Context: an optimization exercise on an open-source flow, tuned for small area. The choices shown serve that exercise and are no tape-out recipe.
In this exercise RTL edits were held to simulation tests only and were not proved equivalent to the original.

==> flow/design.v (outline; a module is shown in full before it is edited, if it fits) <==
// module fa: 10 lines
// module pw_conv: 27 lines
// module ds_block_top: 1190 lines
module ds_block_top #(
    parameter int IMG_W  = 6,
    parameter int IMG_H  = 5,
    parameter int STRIDE = 1
) (
    input  wire                                    clk,
    input  wire                                    rstn,
    input  wire                                    in_valid,
    input  wire  [ds_pkg::NCH*ds_pkg::ACT_W-1:0]   in_pix,
    output logic                                   out_valid,
    output logic [ds_pkg::NOUT*ds_pkg::ACT_W-1:0]  out_pix
);
  // ...
==> flow/flow/run.sh <==
#!/bin/bash
# The standard synthesis; then the logic before the depthwise result register
# (all combinational cells except the full adders and the pointwise stage's
# cone) mapped again for area by flow/remap.tcl, every other cell untouched,
# and flow/equiv.tcl proving the result equivalent to the standard netlist;
# then the standard layout from floorplan on, with three changes: the port
# buffers are the smallest buffer (sky130_fd_sc_hd__buf_1); clock tree
# synthesis adds no dummy loads (its clustering settings repeat config.mk's);
# and the constant outputs share one tie cell instead of one each.
set -euo pipefail
export BUFFER_PORTS_ARGS="-buffer_cell sky130_fd_sc_hd__buf_1"
export SKIP_REPAIR_TIE_FANOUT=1
export CTS_ARGS="-sink_clustering_enable -repair_clock_nets -sink_clustering_size 14 -sink_clustering_max_diameter 90 -buf_list sky130_fd_sc_hd__clkbuf_8 -dont_use_dummy_load"
bash standard.sh synth > standard_synth.log 2>&1
R=orfs/results/sky130hd/ds_block_top/base
cp $R/1_2_yosys.v $R/1_2_yosys_standard.v
YOSYS="$FLOW_HOME/../tools/install/yosys/bin/yosys"
REMAP_RESULTS=$R REMAP_ABC=flow/remap.abc "$YOSYS" -c flow/remap.tcl > remap.log 2>&1
REMAP_RESULTS=$R "$YOSYS" -c flow/equiv.tcl > equiv.log 2>&1
rm -f $R/1_synth.odb $R/1_synth.sdc
bash standard.sh > standard.log 2>&1
==> flow/flow/equiv.tcl <==
# Proves that the remapped netlist does what the standard synthesis's does:
# flip-flops are cut points (same instances in both), every other cell is
# read as its function.
yosys -import
set lib $::env(FLOW_HOME)/platforms/sky130hd/lib/sky130_fd_sc_hd__tt_025C_1v80.lib
set res $::env(REMAP_RESULTS)
read_liberty -ignore_miss_func $lib
blackbox sky130_fd_sc_hd__df* sky130_fd_sc_hd__edf* sky130_fd_sc_hd__sdf* sky130_fd_sc_hd__dl* sky130_fd_sc_hd__conb_*
read_verilog $res/1_2_yosys_standard.v
yosys rename ds_block_top gold
read_verilog $res/1_2_yosys.v
yosys rename ds_block_top gate
flatten gold gate
opt_clean -purge gold gate
equiv_make gold gate equiv
equiv_simple -seq 0 equiv
equiv_status -assert equiv
==> flow/flow/remap.abc <==
strash
dc2
&get -n
&dch -f
&nf -a -R 1000
&put
topo
==> flow/flow/remap.tcl <==
# Maps the logic before the depthwise result register again for area: every
# combinational cell except the full adders and the fan-in cone of out_pix.
# Every other cell (all flip-flops, the full adders, the tie cell and the
# pointwise stage) stays exactly as the standard synthesis made it.
yosys -import
set lib $::env(FLOW_HOME)/platforms/sky130hd/lib/sky130_fd_sc_hd__tt_025C_1v80.lib
set res $::env(REMAP_RESULTS)
# Each library cell as its function, for techmap
read_liberty -ignore_miss_func $lib
blackbox sky130_fd_sc_hd__df* sky130_fd_sc_hd__edf* sky130_fd_sc_hd__sdf* sky130_fd_sc_hd__dl* sky130_fd_sc_hd__fa_* sky130_fd_sc_hd__conb_*
write_verilog -noattr $res/remap_cells.v
design -reset
read_liberty -lib $lib
read_verilog $res/1_2_yosys_standard.v
hierarchy -top ds_block_top
select -set pw o:out_pix %ci*:-sky130_fd_sc_hd__dfxtp_1,sky130_fd_sc_hd__conb_1,sky130_fd_sc_hd__fa_1 t:* %i
select -set s1 t:* t:sky130_fd_sc_hd__df* t:sky130_fd_sc_hd__edf* t:sky130_fd_sc_hd__fa_* t:sky130_fd_sc_hd__conb_* %u %u %u %d @pw %d
tee -o $res/remap_cone.txt select -list @s1
techmap -map $res/remap_cells.v @s1
techmap
opt -fast
abc -liberty $lib -dont_use sky130_fd_sc_hd__lpflow_bleeder_1 -dont_use sky130_fd_sc_hd__lpflow_clkbufkapwr_1 -dont_use sky130_fd_sc_hd__lpflow_clkbufkapwr_16 -dont_use sky130_fd_sc_hd__lpflow_clkbufkapwr_2 -dont_use sky130_fd_sc_hd__lpflow_clkbufkapwr_4 -dont_use sky130_fd_sc_hd__lpflow_clkbufkapwr_8 -dont_use sky130_fd_sc_hd__lpflow_clkinvkapwr_1 -dont_use sky130_fd_sc_hd__lpflow_clkinvkapwr_16 -dont_use sky130_fd_sc_hd__lpflow_clkinvkapwr_2 -dont_use sky130_fd_sc_hd__lpflow_clkinvkapwr_4 -dont_use sky130_fd_sc_hd__lpflow_clkinvkapwr_8 -dont_use sky130_fd_sc_hd__lpflow_decapkapwr_12 -dont_use sky130_fd_sc_hd__lpflow_decapkapwr_3 -dont_use sky130_fd_sc_hd__lpflow_decapkapwr_4 -dont_use sky130_fd_sc_hd__lpflow_decapkapwr_6 -dont_use sky130_fd_sc_hd__lpflow_decapkapwr_8 -dont_use sky130_fd_sc_hd__lpflow_inputiso0n_1 -dont_use sky130_fd_sc_hd__lpflow_inputiso0p_1 -dont_use sky130_fd_sc_hd__lpflow_inputiso1n_1 -dont_use sky130_fd_sc_hd__lpflow_inputiso1p_1 -dont_use sky130_fd_sc_hd__lpflow_inputisolatch_1 -dont_use sky130_fd_sc_hd__lpflow_isobufsrc_1 -dont_use sky130_fd_sc_hd__lpflow_isobufsrc_16 -dont_use sky130_fd_sc_hd__lpflow_isobufsrc_2 -dont_use sky130_fd_sc_hd__lpflow_isobufsrc_4 -dont_use sky130_fd_sc_hd__lpflow_isobufsrc_8 -dont_use sky130_fd_sc_hd__lpflow_isobufsrckapwr_16 -dont_use sky130_fd_sc_hd__lpflow_lsbuf_lh_hl_isowell_tap_1 -dont_use sky130_fd_sc_hd__lpflow_lsbuf_lh_hl_isowell_tap_2 -dont_use sky130_fd_sc_hd__lpflow_lsbuf_lh_hl_isowell_tap_4 -dont_use sky130_fd_sc_hd__lpflow_lsbuf_lh_isowell_4 -dont_use sky130_fd_sc_hd__lpflow_lsbuf_lh_isowell_tap_1 -dont_use sky130_fd_sc_hd__lpflow_lsbuf_lh_isowell_tap_2 -dont_use sky130_fd_sc_hd__lpflow_lsbuf_lh_isowell_tap_4 -dont_use sky130_fd_sc_hd__probe_p_8 -dont_use sky130_fd_sc_hd__probec_p_8  -script $::env(REMAP_ABC) t:\$_*
opt_clean -purge
splitnets
opt_clean -purge
insbuf -buf sky130_fd_sc_hd__buf_4 A X
tee -o $res/remap_stat.txt stat -liberty $lib
write_verilog -noattr -nohex -nodec $res/1_2_yosys.v
==> flow/standard.sh <==
#!/bin/bash
# synth_recipe.tcl (not shown) runs the flow's synth.tcl, then flattens the netlist and writes it again
# the make line also repeats each setting of config.mk as NAME=value (left out here)
make -C /OpenROAD-flow-scripts/flow DESIGN_CONFIG=/design/flow/config.mk WORK_HOME=/design/flow/orfs CLKGATE_MAP_FILE= SYNTH_SCRIPT=/design/flow/synth_recipe.tcl "${@:-finish}"
==> flow/config.mk <==
export PLATFORM = sky130hd
export DESIGN_NAME = ds_block_top
export DESIGN_NICKNAME = ds_block_top
export VERILOG_FILES = /design/flow/design.v
export SDC_FILE = /design/flow/constraint.sdc
export NUM_CORES = 4
export LEC_CHECK = 0
export CAP_MARGIN = 20
export CORE_MARGIN = 2
export CORE_UTILIZATION = 40
export CTS_BUF_LIST = sky130_fd_sc_hd__clkbuf_8
export CTS_CLUSTER_DIAMETER = 90
export CTS_CLUSTER_SIZE = 14
export SLEW_MARGIN = 20
export SYNTH_HIERARCHICAL = 1
export SYNTH_MINIMUM_KEEP_SIZE = 0
==> flow/constraint.sdc <==
create_clock -name core_clock -period 8.0 [get_ports {clk}]
set_input_delay 1.6000 -clock core_clock [delete_from_list [all_inputs] [get_ports {clk}]]
set_output_delay 1.6000 -clock core_clock [all_outputs]
set_load 0.01 [all_outputs]
==> reports/results.tsv, run 1 <==
metric	value	unit
outcome	failed layout checks	
check-failures	setup timing	
fin_ws	-194	ps
finalNonFillerCells	2818	
place_area	28500	µm²
reg_top3	sr (448), d0 (15), d1 (15)	
place_inst	2764	
core_area	65700	µm²
critical_path_class	flip-flop to flip-flop	
cts_max_level	2	
cp_num_buf_inv	2	
final_util	44.5	%
rows	94	
met2_usage	25.5	%
r2r_start	col[2]	
port_buffers	76	
cp_max_fo	13	
overflow	0	
cts_resized	13	
postRouteAntennaNets	0	
wl_met2	24900	µm
fin_area	29200	µm²
end_kind	flip-flop	
layout-drive-gt1-share	9.37	%
setup_viol	15	
num-nonclk-buffers	162	
==> inputs of run 2 (changes only) <==
--- a/flow/design.v
+++ b/flow/design.v
@@ -63,20 +63,16 @@
     input  wire  [ds_pkg::NCH*ds_pkg::ACT_W-1:0]   in_pix,
     output logic                                   out_valid,
     output logic [ds_pkg::NOUT*ds_pkg::ACT_W-1:0]  out_pix
 );
     logic [2:0]  col, row;
     logic [2:0]  ncol, nrow;
     logic        drain, adv, emit;
     logic        ok_l, ok_r, ok_t, ok_b;
-    assign ok_l = (col != 3'd1);
-    assign ok_r = (col != 3'd0);
-    assign ok_t = (col == 3'd0) ? (row != 3'd2) : (row != 3'd1);
-    assign ok_b = (col == 3'd0) ? (row != 3'd6) : (row != 3'd5);
     assign drain = (row == 3'd5) || (row == 3'd6);
     assign adv   = in_valid || drain;
     assign emit  = adv && (row != 3'd0) && !(row == 3'd1 && col == 3'd0);
     always_comb begin
         if (row == 3'd6) begin
             ncol = 3'd0;
             nrow = 3'd0;
         end else if (col == 3'd5) begin
@@ -86,19 +82,27 @@
             ncol = col + 3'd1;
             nrow = row;
         end
     end
     always_ff @(posedge clk or negedge rstn) begin
         if (!rstn) begin
             col   <= '0;
             row   <= '0;
+            ok_l  <= 1'b1;
+            ok_r  <= 1'b0;
+            ok_t  <= 1'b1;
+            ok_b  <= 1'b1;
         end else if (adv) begin
             col   <= ncol;
             row   <= nrow;
+            ok_l  <= (ncol != 3'd1);
+            ok_r  <= (ncol != 3'd0);
+            ok_t  <= (ncol == 3'd0) ? (nrow != 3'd2) : (nrow != 3'd1);
+            ok_b  <= (ncol == 3'd0) ? (nrow != 3'd6) : (nrow != 3'd5);
         end
     end
     logic [31:0] sr [1:14];
     always_ff @(posedge clk) begin
         if (adv) begin
             sr[1] <= in_pix;
             for (int i = 2; i <= 14; i++) sr[i] <= sr[i-1];
         end
==> flow/flow/run.sh (replaced) <==
#!/bin/bash
# The standard synthesis; then its combinational logic except the full adders
# mapped again by flow/remap.tcl (the logic before the depthwise result
# register for area, the pointwise stage with a delay target),
# and flow/equiv.tcl proving the result equivalent to the standard netlist;
# then the standard layout from floorplan on, with three changes: the port
# buffers are the smallest buffer (sky130_fd_sc_hd__buf_1); clock tree
# synthesis adds no dummy loads (its clustering settings repeat config.mk's);
# and the constant outputs share one tie cell instead of one each.
set -euo pipefail
export BUFFER_PORTS_ARGS="-buffer_cell sky130_fd_sc_hd__buf_1"
export SKIP_REPAIR_TIE_FANOUT=1
export CTS_ARGS="-sink_clustering_enable -repair_clock_nets -sink_clustering_size 14 -sink_clustering_max_diameter 90 -buf_list sky130_fd_sc_hd__clkbuf_8 -dont_use_dummy_load"
bash standard.sh synth > standard_synth.log 2>&1
R=orfs/results/sky130hd/ds_block_top/base
cp $R/1_2_yosys.v $R/1_2_yosys_standard.v
YOSYS="$FLOW_HOME/../tools/install/yosys/bin/yosys"
REMAP_RESULTS=$R REMAP_ABC=flow/remap.abc REMAP_ABC_PW=flow/remap_pw.abc "$YOSYS" -c flow/remap.tcl > remap.log 2>&1
REMAP_RESULTS=$R "$YOSYS" -c flow/equiv.tcl > equiv.log 2>&1
rm -f $R/1_synth.odb $R/1_synth.sdc
bash standard.sh > standard.log 2>&1
==> flow/flow/remap.tcl (replaced) <==
# Maps the combinational logic again: first the logic before the depthwise
# result register for area (every combinational cell except the full adders
# and the fan-in cone of out_pix), then the pointwise stage (that cone) with a
# delay target. All flip-flops, the full adders and the tie cell stay exactly
# as the standard synthesis made them.
yosys -import
set lib $::env(FLOW_HOME)/platforms/sky130hd/lib/sky130_fd_sc_hd__tt_025C_1v80.lib
set res $::env(REMAP_RESULTS)
# Each library cell as its function, for techmap
read_liberty -ignore_miss_func $lib
blackbox sky130_fd_sc_hd__df* sky130_fd_sc_hd__edf* sky130_fd_sc_hd__sdf* sky130_fd_sc_hd__dl* sky130_fd_sc_hd__fa_* sky130_fd_sc_hd__conb_*
write_verilog -noattr $res/remap_cells.v
design -reset
read_liberty -lib $lib
read_verilog $res/1_2_yosys_standard.v
hierarchy -top ds_block_top
select -set pw o:out_pix %ci*:-sky130_fd_sc_hd__dfxtp_1,sky130_fd_sc_hd__conb_1,sky130_fd_sc_hd__fa_1 t:* %i
select -set s1 t:* t:sky130_fd_sc_hd__df* t:sky130_fd_sc_hd__edf* t:sky130_fd_sc_hd__fa_* t:sky130_fd_sc_hd__conb_* %u %u %u %d @pw %d
tee -o $res/remap_cone.txt select -list @s1
techmap -map $res/remap_cells.v @s1
techmap
opt -fast
abc -liberty $lib -dont_use sky130_fd_sc_hd__lpflow_bleeder_1 -dont_use sky130_fd_sc_hd__lpflow_clkbufkapwr_1 -dont_use sky130_fd_sc_hd__lpflow_clkbufkapwr_16 -dont_use sky130_fd_sc_hd__lpflow_clkbufkapwr_2 -dont_use sky130_fd_sc_hd__lpflow_clkbufkapwr_4 -dont_use sky130_fd_sc_hd__lpflow_clkbufkapwr_8 -dont_use sky130_fd_sc_hd__lpflow_clkinvkapwr_1 -dont_use sky130_fd_sc_hd__lpflow_clkinvkapwr_16 -dont_use sky130_fd_sc_hd__lpflow_clkinvkapwr_2 -dont_use sky130_fd_sc_hd__lpflow_clkinvkapwr_4 -dont_use sky130_fd_sc_hd__lpflow_clkinvkapwr_8 -dont_use sky130_fd_sc_hd__lpflow_decapkapwr_12 -dont_use sky130_fd_sc_hd__lpflow_decapkapwr_3 -dont_use sky130_fd_sc_hd__lpflow_decapkapwr_4 -dont_use sky130_fd_sc_hd__lpflow_decapkapwr_6 -dont_use sky130_fd_sc_hd__lpflow_decapkapwr_8 -dont_use sky130_fd_sc_hd__lpflow_inputiso0n_1 -dont_use sky130_fd_sc_hd__lpflow_inputiso0p_1 -dont_use sky130_fd_sc_hd__lpflow_inputiso1n_1 -dont_use sky130_fd_sc_hd__lpflow_inputiso1p_1 -dont_use sky130_fd_sc_hd__lpflow_inputisolatch_1 -dont_use sky130_fd_sc_hd__lpflow_isobufsrc_1 -dont_use sky130_fd_sc_hd__lpflow_isobufsrc_16 -dont_use sky130_fd_sc_hd__lpflow_isobufsrc_2 -dont_use sky130_fd_sc_hd__lpflow_isobufsrc_4 -dont_use sky130_fd_sc_hd__lpflow_isobufsrc_8 -dont_use sky130_fd_sc_hd__lpflow_isobufsrckapwr_16 -dont_use sky130_fd_sc_hd__lpflow_lsbuf_lh_hl_isowell_tap_1 -dont_use sky130_fd_sc_hd__lpflow_lsbuf_lh_hl_isowell_tap_2 -dont_use sky130_fd_sc_hd__lpflow_lsbuf_lh_hl_isowell_tap_4 -dont_use sky130_fd_sc_hd__lpflow_lsbuf_lh_isowell_4 -dont_use sky130_fd_sc_hd__lpflow_lsbuf_lh_isowell_tap_1 -dont_use sky130_fd_sc_hd__lpflow_lsbuf_lh_isowell_tap_2 -dont_use sky130_fd_sc_hd__lpflow_lsbuf_lh_isowell_tap_4 -dont_use sky130_fd_sc_hd__probe_p_8 -dont_use sky130_fd_sc_hd__probec_p_8  -script $::env(REMAP_ABC) t:\$_*
opt_clean -purge
# The pointwise stage (its cone was selected before the first mapping, and
# its cells are untouched so far) is mapped again with a delay target.
select -set pw2 o:out_pix %ci*:-sky130_fd_sc_hd__dfxtp_1,sky130_fd_sc_hd__conb_1,sky130_fd_sc_hd__fa_1 t:sky130_fd_sc_hd__* %i
techmap -map $res/remap_cells.v @pw2
techmap
opt -fast
abc -liberty $lib -dont_use sky130_fd_sc_hd__lpflow_bleeder_1 -dont_use sky130_fd_sc_hd__lpflow_clkbufkapwr_1 -dont_use sky130_fd_sc_hd__lpflow_clkbufkapwr_16 -dont_use sky130_fd_sc_hd__lpflow_clkbufkapwr_2 -dont_use sky130_fd_sc_hd__lpflow_clkbufkapwr_4 -dont_use sky130_fd_sc_hd__lpflow_clkbufkapwr_8 -dont_use sky130_fd_sc_hd__lpflow_clkinvkapwr_1 -dont_use sky130_fd_sc_hd__lpflow_clkinvkapwr_16 -dont_use sky130_fd_sc_hd__lpflow_clkinvkapwr_2 -dont_use sky130_fd_sc_hd__lpflow_clkinvkapwr_4 -dont_use sky130_fd_sc_hd__lpflow_clkinvkapwr_8 -dont_use sky130_fd_sc_hd__lpflow_decapkapwr_12 -dont_use sky130_fd_sc_hd__lpflow_decapkapwr_3 -dont_use sky130_fd_sc_hd__lpflow_decapkapwr_4 -dont_use sky130_fd_sc_hd__lpflow_decapkapwr_6 -dont_use sky130_fd_sc_hd__lpflow_decapkapwr_8 -dont_use sky130_fd_sc_hd__lpflow_inputiso0n_1 -dont_use sky130_fd_sc_hd__lpflow_inputiso0p_1 -dont_use sky130_fd_sc_hd__lpflow_inputiso1n_1 -dont_use sky130_fd_sc_hd__lpflow_inputiso1p_1 -dont_use sky130_fd_sc_hd__lpflow_inputisolatch_1 -dont_use sky130_fd_sc_hd__lpflow_isobufsrc_1 -dont_use sky130_fd_sc_hd__lpflow_isobufsrc_16 -dont_use sky130_fd_sc_hd__lpflow_isobufsrc_2 -dont_use sky130_fd_sc_hd__lpflow_isobufsrc_4 -dont_use sky130_fd_sc_hd__lpflow_isobufsrc_8 -dont_use sky130_fd_sc_hd__lpflow_isobufsrckapwr_16 -dont_use sky130_fd_sc_hd__lpflow_lsbuf_lh_hl_isowell_tap_1 -dont_use sky130_fd_sc_hd__lpflow_lsbuf_lh_hl_isowell_tap_2 -dont_use sky130_fd_sc_hd__lpflow_lsbuf_lh_hl_isowell_tap_4 -dont_use sky130_fd_sc_hd__lpflow_lsbuf_lh_isowell_4 -dont_use sky130_fd_sc_hd__lpflow_lsbuf_lh_isowell_tap_1 -dont_use sky130_fd_sc_hd__lpflow_lsbuf_lh_isowell_tap_2 -dont_use sky130_fd_sc_hd__lpflow_lsbuf_lh_isowell_tap_4 -dont_use sky130_fd_sc_hd__probe_p_8 -dont_use sky130_fd_sc_hd__probec_p_8  -script $::env(REMAP_ABC_PW) t:\$_*
opt_clean -purge
splitnets
opt_clean -purge
insbuf -buf sky130_fd_sc_hd__buf_4 A X
tee -o $res/remap_stat.txt stat -liberty $lib
write_verilog -noattr -nohex -nodec $res/1_2_yosys.v
==> flow/flow/remap_pw.abc (new file) <==
strash
dc2
dch -f
map -D 4400
topo
==> run 2 against run 1 <==
  * Now clean on timing, DRC and antenna
  * Synthesized area increased by 0.90%
  * Sequential cell count is 4 higher
  * Critical path depth grew 5
  * Via count is 2.9% higher
  * Synthesized cell count rose by 10%
  * Worst setup slack improved by 680 ps
  * Die area up 0.89%
  * Maximum frequency increased by 9.1%
  * Wire length is 2.6% higher
  * Non-clock buffer count decreased by 57
  * Core utilization decreased by 1.0 points
  * Critical path type is now flip-flop to primary output
  * Critical endpoint is now out_pix[5]
  * Largest cell class unchanged
==> reports/results.tsv, run 2 <==
metric	value	unit	change
outcome	no timing/DRC/antenna violations		was failed layout checks
required	6400	ps	was 8550 ps
synth_area	26800	µm²	was 26600 µm²
regArea	14300	µm²	was 14200 µm²
reg_top3	sr (448), d0 (15), d1 (15)		unchanged
drc	0		unchanged
cts_buffer_depth	3		unchanged
crit_top_cell	nand2_1		was maj3_2
dp_hpwl	43600	µm	was 43400 µm
hold_viol_final	0		unchanged
critPathArrivalTime	5910	ps	was 8750 ps
relSlewSlack	26.1	%	was 30.5%
cp_max_fo	18		was 13
start_util	40.6	%	was 40.4%
clock_sinks	489		was 485
dr.pass1.iters	5		unchanged
postCtsHoldBufs	0		unchanged
grt_max_degree	200		was 180
overflow	0		unchanged
clock_skew	85.3	ps	was 33.3 ps
crit_path_max_incr_delay	390	ps	was 550 ps
cts_made_buffers	43		was 41
period_needed	7510	ps	was 8190 ps
num_vias	14600		was 14.2k
die_w	263	µm	was 262 µm
hold_depth	0		unchanged
antenna_found_initial	4		was 1
place_area	27900	µm²	was 28500 µm²
area_growth	7.04	%	was 10.0%
holdCritPathClass	flip-flop to flip-flop		unchanged
netlist_instances	1962		was 1781
layout-drive-gt1-share	4.94	%	was 9.37%
reg2regPathDepth	24		was 31
dieArea	69100	µm²	was 68500 µm²
grt_pass1_wl	90600	µm	was 87400 µm
worst_slew_pin_slew	1110	ps	was 1040 ps
largest-register	sr		unchanged
wl_per_cell	19.7	µm	was 19.8 µm
finalMaxSlewViolations	0		unchanged
cts_max_level	2		unchanged
fin_worst_hold_slack	381	ps	was 393 ps
core_area	66100	µm²	was 65700 µm²
routed_wl	57400	µm	was 55900 µm
setup_viol	0		was 15
clkTransAtPathRegs	90	ps	was 100 ps
final_cell_mix	448 x edfxtp_1, 368 x nand2_1, 352 x fa_1		was 448 x edfxtp_1, 345 x fa_1, 282 x nand2_1
cap_violations	0		unchanged
viasPerCell	5.02		was 5.04
yosys_warnings	9		unchanged
start_kind	flip-flop		unchanged
cts_tree	built		unchanged
die_h	263	µm	was 262 µm
critical_path_class	flip-flop to primary output		was flip-flop to flip-flop
cts_root_buf	clkbuf_8		unchanged
fin_nets	2435		was 2398
end_kind	primary output		was flip-flop
grt_pass1_vias	15600		was 15.1k
port_buffers	76		unchanged
drt_iter0_drc	1167		was 866
r2r_setup_slack	510	ps	was -190 ps
postRouteAntennaNets	0		unchanged
final_util	43.4	%	was 44.5%
dp_slack	0.442	ps	was -224 ps
crit_slowest_cell	dfxtp_4		was or4b_4
gp_congestion	0.888		was 0.910
rows	94		unchanged
fillCellCount	6050		was 5851
synth_nets	2349		was 2224
synth.avg_cell_area	13.7	µm²	was 14.9 µm²
clock.fmax	133	MHz	was 122 MHz
finalCritPeriodShare	93.9	%	was 102%
largest_register_ffs	448		unchanged
final_common_cell	edfxtp_1		unchanged
grtUsageTotal	17.1	%	was 17.0%
multi_input_area	11500	µm²	was 12000 µm²
fin_area	28700	µm²	was 29200 µm²
io_pins	100		unchanged
fin_ws	488	ps	was -194 ps
clock_latency	650	ps	was 620 ps
run 2: worst max-delay path, delay by kind of cell (launching register included):
kind / cells / cell delay (ps)
AOI/OAI and AO/OA: 11 / 1650
adders and majority gates: 2 / 720
buffers and inverters: 9 / 1150
DFF: 1 / 390
and+or+nand+nor: 14 / 1390
run 2: final timing paths:
kind                           start    endpoint
max                            d0[0]  out_pix[5]
min                        sr[4][31]   sr[5][31]
max reg2reg                     ok_t      d1[11]
min reg2reg                sr[4][31]   sr[5][31]
max in group asynchronous       rstn      col[0]
min in group asynchronous       rstn   out_valid
run 2: per-stage QoR:
stage | setup TNS [ps] | cells
floorplan | 0 | 1962
global placement | -46.9 | 2860
detailed placement | 0 | 2860
CTS | 0 | 2905
global route | -5.24 | 2911
finish | 0 | 2912
run 2: routing by layer:
| layer | GRT usage, % | vias to the layer above | wire length [µm] |
|---|---|---|---|
| met1 | 25.5 | 7529 | 27600 |
| met5 | 0 | - | 0 |
| met2 | 25.8 | 361 | 25200 |
| li1 | - | 6633 | - |
| met3 | 3.19 | 83 | 3250 |
| met4 | 4.59 | 0 | 1360 |
run 2: timing repair:
item	CTS	global route
buffers inserted	2	4
endpoints found under the setup margin	20	35
pin swaps	1	4
resized for setup	11	22
gates cloned	0	1
run 2: cell type report:
| class | count | share of cell area, % |
|---|---|---|
| sequential | 489 | 50.0 |
| tap | 864 | 3.77 |
| multi-input combinational | 1257 | 40.1 |
| timing repair buffer | 105 | 2.10 |
| inverter | 152 | 1.99 |
| antenna | 2 | 0.0174 |
| clock buffer | 43 | 2.06 |
==> inputs of run 3 (changes only) <==
==> flow/flow/remap.abc (replaced) <==
strash
&get -n
&dch -f
&nf -a -R 1000
&put
strash
&get -n
&dch -f
&nf -a -R 1000
&put
topo
==> run 3 against run 2 <==
  * Final area about the same
  * Via count shrank 0.23%
  * Wire length shrank 0.34%
  * Synthesized area fell by 0.20%
  * Synthesized cell count is the same
  * Die area decreased by 0.19%
==> reports/results.tsv, run 3 <==
metric	value	unit	change
final.setup.tns	0	ps	unchanged
crit_path_max_incr_delay	440	ps	was 390 ps
die_h	263	µm	about the same
hold_viol_final	0		unchanged
outcome	no timing/DRC/antenna violations		unchanged
cts_tree	built		unchanged
final_cell_mix	448 x edfxtp_1, 373 x nand2_1, 351 x fa_1		was 448 x edfxtp_1, 368 x nand2_1, 352 x fa_1
reg_top3	sr (448), d0 (15), d1 (15)		unchanged
place_area	27900	µm²	about the same
fin_ws	370	ps	was 488 ps
fin_area	28700	µm²	about the same
finalMaxSlewViolations	0		unchanged
wl_per_cell	19.6	µm	was 19.7 µm
holdCritPathClass	flip-flop to flip-flop		unchanged
clock_sinks	489		unchanged
viasPerCell	5.00		was 5.02
grt_pass1_wl	89400	µm	was 90600 µm
overflow	0		unchanged
r2r_setup_slack	480	ps	was 510 ps
critPathArrivalTime	6030	ps	was 5910 ps
routed_wl	57200	µm	was 57400 µm
netlist_instances	1962		unchanged
rows	94		unchanged
largest-register	sr		unchanged
dr.pass1.iters	5		unchanged
yosys_warnings	9		unchanged
end_kind	primary output		unchanged
finalNonFillerCells	2914		was 2912
clock_latency	640	ps	was 650 ps
setup_viol	0		unchanged
cp_max_fo	17		was 18
port_buffers	76		unchanged
postRouteAntennaNets	0		unchanged
grt_max_degree	191		was 200
antenna_found_initial	2		was 4
crit_top_cell	nand2_1		unchanged
dieArea	69000	µm²	was 69100 µm²
clkTransAtPathRegs	90	ps	about the same
final_common_cell	edfxtp_1		unchanged
fin_nets	2438		was 2435
crit_slowest_cell	o211ai_1		was dfxtp_4
postCtsHoldBufs	0		unchanged
critical_path_class	flip-flop to primary output		unchanged
cap_violations	0		unchanged
place_inst	2863		was 2860
start_util	40.5	%	was 40.6%
cts_buffer_depth	3		unchanged
fillCellCount	5934		was 6050
io_pins	100		unchanged
grt_pass1_vias	15600		about the same
cts_max_level	2		unchanged
dp_hpwl	43200	µm	was 43600 µm
start_kind	flip-flop		unchanged
cts_root_buf	clkbuf_8		unchanged
die_w	263	µm	about the same
synth.avg_cell_area	13.6	µm²	was 13.7 µm²
largest_register_ffs	448		unchanged
relSlewSlack	24.9	%	was 26.1%
dp_slack	77.7	ps	was 0.442 ps
layout-drive-gt1-share	5.56	%	was 4.94%
clock.fmax	131	MHz	was 133 MHz
cts_made_buffers	42		was 43
grtUsageTotal	16.9	%	was 17.1%
gp_congestion	0.857		was 0.888
num_vias	14600		about the same
clock_skew	67.7	ps	was 85.3 ps
finalCritPeriodShare	95.4	%	was 93.9%
synth_area	26800	µm²	about the same
core_area	66000	µm²	was 66100 µm²
area_growth	7.22	%	was 7.04%
worst_slew_pin_slew	1130	ps	was 1110 ps
period_needed	7630	ps	was 7510 ps
required	6400	ps	about the same
drt_iter0_drc	1153		was 1167
synth_nets	2349		unchanged
drc	0		unchanged
[run 3: cell types whose count changed in the layout (fill, tap and decap cells not counted), moves of 4 or more]
cell | before | now
xnor2_1 | 37 | 26
nor2_1 | 180 | 174
nor3_1 | 17 | 23
nand2_1 | 368 | 373
o21ai_0 | 62 | 57
a211oi_1 | 2 | 6
buf_4 | 21 | 25
or2_0 | 3 | 7
[run 3: path summary, 6_finish.rpt]
path,from,end,cells past startpoint
setup / recovery,d0[0],out_pix[6],36
hold / removal,sr[11][30],sr[12][30],0
setup reg to reg,ok_l,d1[4],27
hold reg to reg,sr[11][30],sr[12][30],0
max in group asynchronous,rstn,row[2],1
min in group asynchronous,rstn,ok_r,1
[run 3: stage by stage]
step | hold slack, ps | util [%]
2_1_floorplan | 400 | -
3_3_place_gp | 400 | 42.3
3_5_place_dp | 405 | 42.3
4_1_cts | 392 | 43.2
5_1_grt | 400 | 43.5
6_report | 389 | 43.5
[run 3: layout make-up]
type                       instances  area [µm²]  area share [%]
sequential                       489       14300            50.0
multi-input combinational       1255       11500            40.1
tap                              864        1080            3.77
timing repair buffer             109         612            2.13
clock buffer                      42         578            2.02
inverter                         154         578            2.02
antenna                            1        2.50         0.00872
[run 3: metal layers]
| metal | up-vias | track usage [%] | share of wire (%) |
|---|---|---|---|
| met5 | - | 0 | 0 |
| met4 | 0 | 5.19 | 3.2 |
| met3 | 96 | 2.83 | 5.0 |
| met2 | 363 | 25.8 | 45 |
| met1 | 7487 | 24.9 | 47 |
| li1 | 6626 | - | - |
[run 3: what timing repair did]
action	CTS	global route
buffers inserted	0	6
pin swaps	0	8
cloned	0	2
endpoints found under the setup margin	20	45
gates resized for setup	5	39
[run 3: critical path, delay by kind of cell (launching register included)]
family                   cells  cell delay, ps
buffers and inverters        9            1080
flip-flops                   1             380
AO/OA/AOI/OAI               11            1920
adder cells (fa/ha/maj)      2             580
AND/OR/NAND/NOR             14            1440

==> re-timing with driven ports <==
Ports are ideal in the flow. The routed layouts listed here were re-timed in OpenROAD.
Step 1 assumes that a clkbuf_16 drives the clock port and a buf_2 every other input.
Step 2, shift: input delay + t, output delay - t, t = (earliest + latest rising clock arrival at the registers) / 2. This alone moves slack from input paths to output paths.
a / b / c = ideal / step 1 / step 2; a / b = the first two.
| run | t, ns | setup slack, ns | pins driven straight from the clock port |
|---|---|---|---|
| run 1 | 0.661 | -0.194 / -0.194 / -0.194 | 1 |
| run 2 | 0.658 | 0.488 / 0.434 / 0.514 | 1 |
| run 3 | 0.663 | 0.370 / 0.314 / 0.480 | 1 |
